Context: an optimization exercise on an open-source flow, tuned for small area and a short achievable clock period. The choices shown serve that exercise and are no tape-out recipe. Where RTL was checked, it was by simulation tests only, not by an equivalence proof against the original. No activity file was given, so power comes from the tool's default toggle rates.

== 03-08 ==
==> module obi_rvalid_delay, before the edit <==
module obi_rvalid_delay #(
  parameter int unsigned FIFO_DEPTH = 4,
  parameter int unsigned DATA_WIDTH = 32,
  parameter logic [31:0] LFSR_SEED  = 32'h1
) (
  input  logic                              clk_i,
  input  logic                              rst_ni,
  input  logic                              req_i,
  input  logic                              gnt_i,
  input  logic                              mem_rvalid_i,
  input  logic [DATA_WIDTH-1:0]             mem_rdata_i,
  input  logic                              mem_err_i,
  output logic                              rvalid_core_o,
  output logic [DATA_WIDTH-1:0]             rdata_core_o,
  output logic                              err_core_o,
  input  logic                              en_stall_i,
  input  logic [31:0]                       stall_mode_i,
  input  logic [31:0]                       max_stall_i,
  input  logic [31:0]                       rvalid_stall_i,
  output logic [$clog2(FIFO_DEPTH+1)-1:0]   outstanding_o,
  output logic                              gnt_block_o,
  output logic                              overflow_o,
  output logic                              protocol_err_o
);
  localparam int SPLIT = 19;   
  logic [DATA_WIDTH:0] dat_r [0:3];
  logic [1:0]  wptr_r, rptr_r;
  logic [2:0]  cnt_r;
  logic [31:0] dq_r [0:2];
  logic [1:0]  dqw_r, dqr_r;
  logic [31:0] hcnt_r;
  logic        pend_r, phead_r, pdiv_r;
  logic [31:0] pmx_r;
  logic [SPLIT:0] prem_r;
  logic [2:0]  outst_r;
  logic        ovf_r, perr_r;
  logic [31:0] lfsr_s, xprev_s;
  logic        push_s, rv_s, empty_s, full_s, one_s, pendq_s, newhead_s, take_next_s;
  logic        is_div_s, is_std_s;
  logic [31:0] rem1_s, rem2_s, dly_s, hc_s, nd_s;
  logic        dly_zero_s, hc_zero_s, rem2z_s;
  obi_delay_lfsr #(
    .SEED (LFSR_SEED),
    .POLY (LFSR_POLY)
  ) u_lfsr (
    .clk_i     (clk_i),
    .rst_ni    (rst_ni),
    .advance_i (push_s),
    .state_o   (lfsr_s)
  );
  always_comb begin
    xprev_s[0] = lfsr_s[31];
    for (int i = 0; i < 31; i++)
      xprev_s[i+1] = lfsr_s[i] ^ (lfsr_s[31] & LFSR_POLY[i]);
  end
  obi_rem_lo u_rem1 (
    .mx   (max_stall_i),
    .x    (lfsr_s),
    .rin  (32'd0),
    .rout (rem1_s)
  );
  obi_rem_hi u_rem2 (
    .mx   (pmx_r),
    .x    (xprev_s),
    .rin  (32'(prem_r)),
    .rout (rem2_s),
    .zout (rem2z_s)
  );
  assign is_div_s = en_stall_i && (stall_mode_i == RANDOM);
  assign is_std_s = en_stall_i && (stall_mode_i == STANDARD);
  assign dly_s      = pdiv_r ? rem2_s : pmx_r;
  assign dly_zero_s = pdiv_r ? rem2z_s : (pmx_r == 32'd0);
  assign hc_s       = phead_r ? dly_s : hcnt_r;
  assign hc_zero_s  = phead_r ? dly_zero_s : (hcnt_r == 32'd0);
  assign empty_s   = (cnt_r == 3'd0);
  assign full_s    = cnt_r[2];
  assign one_s     = (cnt_r == 3'd1);
  assign rv_s      = !empty_s && hc_zero_s;
  assign push_s    = mem_rvalid_i && (!full_s || rv_s);
  assign pendq_s   = pend_r && !phead_r;
  assign newhead_s = push_s && (empty_s || (rv_s && one_s));
  assign take_next_s = rv_s && !one_s;
  assign nd_s = (pendq_s && cnt_r == 3'd2) ? dly_s : dq_r[dqr_r];
  always_ff @(posedge clk_i) begin
    if (!rst_ni) begin
      wptr_r  <= '0;
      rptr_r  <= '0;
      cnt_r   <= '0;
      dqw_r   <= '0;
      dqr_r   <= '0;
      hcnt_r  <= '0;
      pend_r  <= 1'b0;
      phead_r <= 1'b0;
      outst_r <= '0;
      ovf_r   <= 1'b0;
      perr_r  <= 1'b0;
    end else begin
      if (push_s) wptr_r <= wptr_r + 2'd1;
      if (rv_s)   rptr_r <= rptr_r + 2'd1;
      cnt_r <= cnt_r + {2'b0, push_s} - {2'b0, rv_s};
      if (pendq_s) dqw_r <= (dqw_r == 2'd2) ? 2'd0 : dqw_r + 2'd1;
      if (take_next_s) dqr_r <= (dqr_r == 2'd2) ? 2'd0 : dqr_r + 2'd1;
      if (take_next_s)     hcnt_r <= nd_s;
      else if (!hc_zero_s) hcnt_r <= hc_s - 32'd1;
      else                 hcnt_r <= 32'd0;
      pend_r  <= push_s;
      phead_r <= newhead_s;
      case ({req_i && gnt_i, rv_s})
        2'b10: if (outst_r != 3'd4) outst_r <= outst_r + 3'd1;
        2'b01: if (outst_r == 3'd0) perr_r <= 1'b1;
               else outst_r <= outst_r - 3'd1;
        default: ;
      endcase
      if (mem_rvalid_i && full_s && !rv_s) ovf_r <= 1'b1;
    end
  end
  always_ff @(posedge clk_i) begin
    if (push_s) dat_r[wptr_r] <= {mem_rdata_i, mem_err_i};
    if (pendq_s) dq_r[dqw_r] <= dly_s;
    pdiv_r <= is_div_s;
    pmx_r  <= is_div_s ? max_stall_i : (is_std_s ? rvalid_stall_i : 32'd0);
    prem_r <= rem1_s[SPLIT:0];
  end
  assign rvalid_core_o  = rv_s;
  assign rdata_core_o   = rv_s ? dat_r[rptr_r][DATA_WIDTH:1] : '0;
  assign err_core_o     = rv_s ? dat_r[rptr_r][0] : 1'b0;
  assign outstanding_o  = outst_r;
  assign gnt_block_o    = outst_r[2];
  assign overflow_o     = ovf_r;
  assign protocol_err_o = perr_r;
endmodule
Settings: LEC_CHECK=0, ABC_AREA=1, CAP_MARGIN=20, CORE_MARGIN=2, CORE_UTILIZATION=60, PLACE_DENSITY=0.7, SLEW_MARGIN=20, SYNTH_HIERARCHICAL=1; clock period 100.0 ns.
standard.sh (not shown) runs the stock make flow with config.mk's settings and CLKGATE_MAP_FILE= SYNTH_SCRIPT=/design/flow/synth_recipe.tcl, a recipe that flattens the netlist after the stock synthesis.
==> flow/flow/run.sh <==
#!/bin/bash
export SETUP_SLACK_MARGIN=57
export BUFFER_PORTS_ARGS="-buffer_cell sky130_fd_sc_hd__buf_4"
export MAX_REPAIR_ANTENNAS_ITER_DRT=10
bash standard.sh > standard.log 2>&1
Per the final summary, 03-08 finished and its layout is clean on timing, DRC and antenna.
Edits applied to the flow inputs when going from 03-08 to 04-05:
diff --git a/flow/design.v b/flow/design.v
--- a/flow/design.v
+++ b/flow/design.v
@@ -3778,7 +3778,6 @@
       cnt_r   <= '0;
       dqw_r   <= '0;
       dqr_r   <= '0;
-      hcnt_r  <= '0;
       pend_r  <= 1'b0;
       phead_r <= 1'b0;
       outst_r <= '0;
@@ -3790,9 +3789,6 @@
       cnt_r <= cnt_r + {2'b0, push_s} - {2'b0, rv_s};
       if (pendq_s) dqw_r <= (dqw_r == 2'd2) ? 2'd0 : dqw_r + 2'd1;
       if (take_next_s) dqr_r <= (dqr_r == 2'd2) ? 2'd0 : dqr_r + 2'd1;
-      if (take_next_s)     hcnt_r <= nd_s;
-      else if (!hc_zero_s) hcnt_r <= hc_s - 32'd1;
-      else                 hcnt_r <= 32'd0;
       pend_r  <= push_s;
       phead_r <= newhead_s;
       case ({req_i && gnt_i, rv_s})
@@ -3805,6 +3801,9 @@
     end
   end
   always_ff @(posedge clk_i) begin
+    if (take_next_s)     hcnt_r <= nd_s;
+    else if (!hc_zero_s) hcnt_r <= hc_s - 32'd1;
+    else                 hcnt_r <= 32'd0;
     if (push_s) dat_r[wptr_r] <= {mem_rdata_i, mem_err_i};
     if (pendq_s) dq_r[dqw_r] <= dly_s;
     pdiv_r <= is_div_s;
--- outcome ---
The run with more routed wire is 04-05, not 03-08. 04-05 -> 03-08: number of sequential storage elements delta 0, exact match. [compare] base=03-08 new=04-05: final period utilization held, total power went down 0.088 mW, sequential standard cell area held, worst setup slack after layout went down 0.11 ns. 04-05 vs. 03-08: largest fanout of any net on the critical path went down; signed area change from the synthesized netlist to the final layout did not really move; DRC violation total after the first TritonRoute iteration went down; highest clock rate did not really move. Source of the critical timing path: max_stall_i[10] -> 04-05, pmx_r[28] -> 03-08.
Only the layout flow was run in 04-05; the RTL was not checked for function there.

## static timing again, ports no longer ideal
No port has a modelled driver above. Below, the same layouts with a new extraction and two added sets of constraints. Step 1: set_driving_cell puts a clkbuf_16 on clk_i and a buf_2 on each other input, an assumption about the parent block. Step 2 times the ports against the registers' clock, not the clock port: input delays grow and output delays shrink by t, the midpoint of the rising clock arrivals with the driver on. Slacks: no drivers / after step 1 / after step 2; pairs: no drivers / after step 1.
run | t, ns | slack for setup (ns) | worst setup path at the end | clock arrival spread, ns | cell pins on the clock port's net
03-08 | 0.651 | 58.843 / 58.773 / 58.562 | input to register | 0.034 / 0.033 | 1
04-05 | 0.686 | 58.728 / 58.778 / 58.092 | input to register | 0.028 / 0.028 | 1
After both steps every run listed still meets setup and hold. The setup slack of 04-05, which loses most, moves by +0.050 ns with the drivers and by -0.636 ns with both steps.
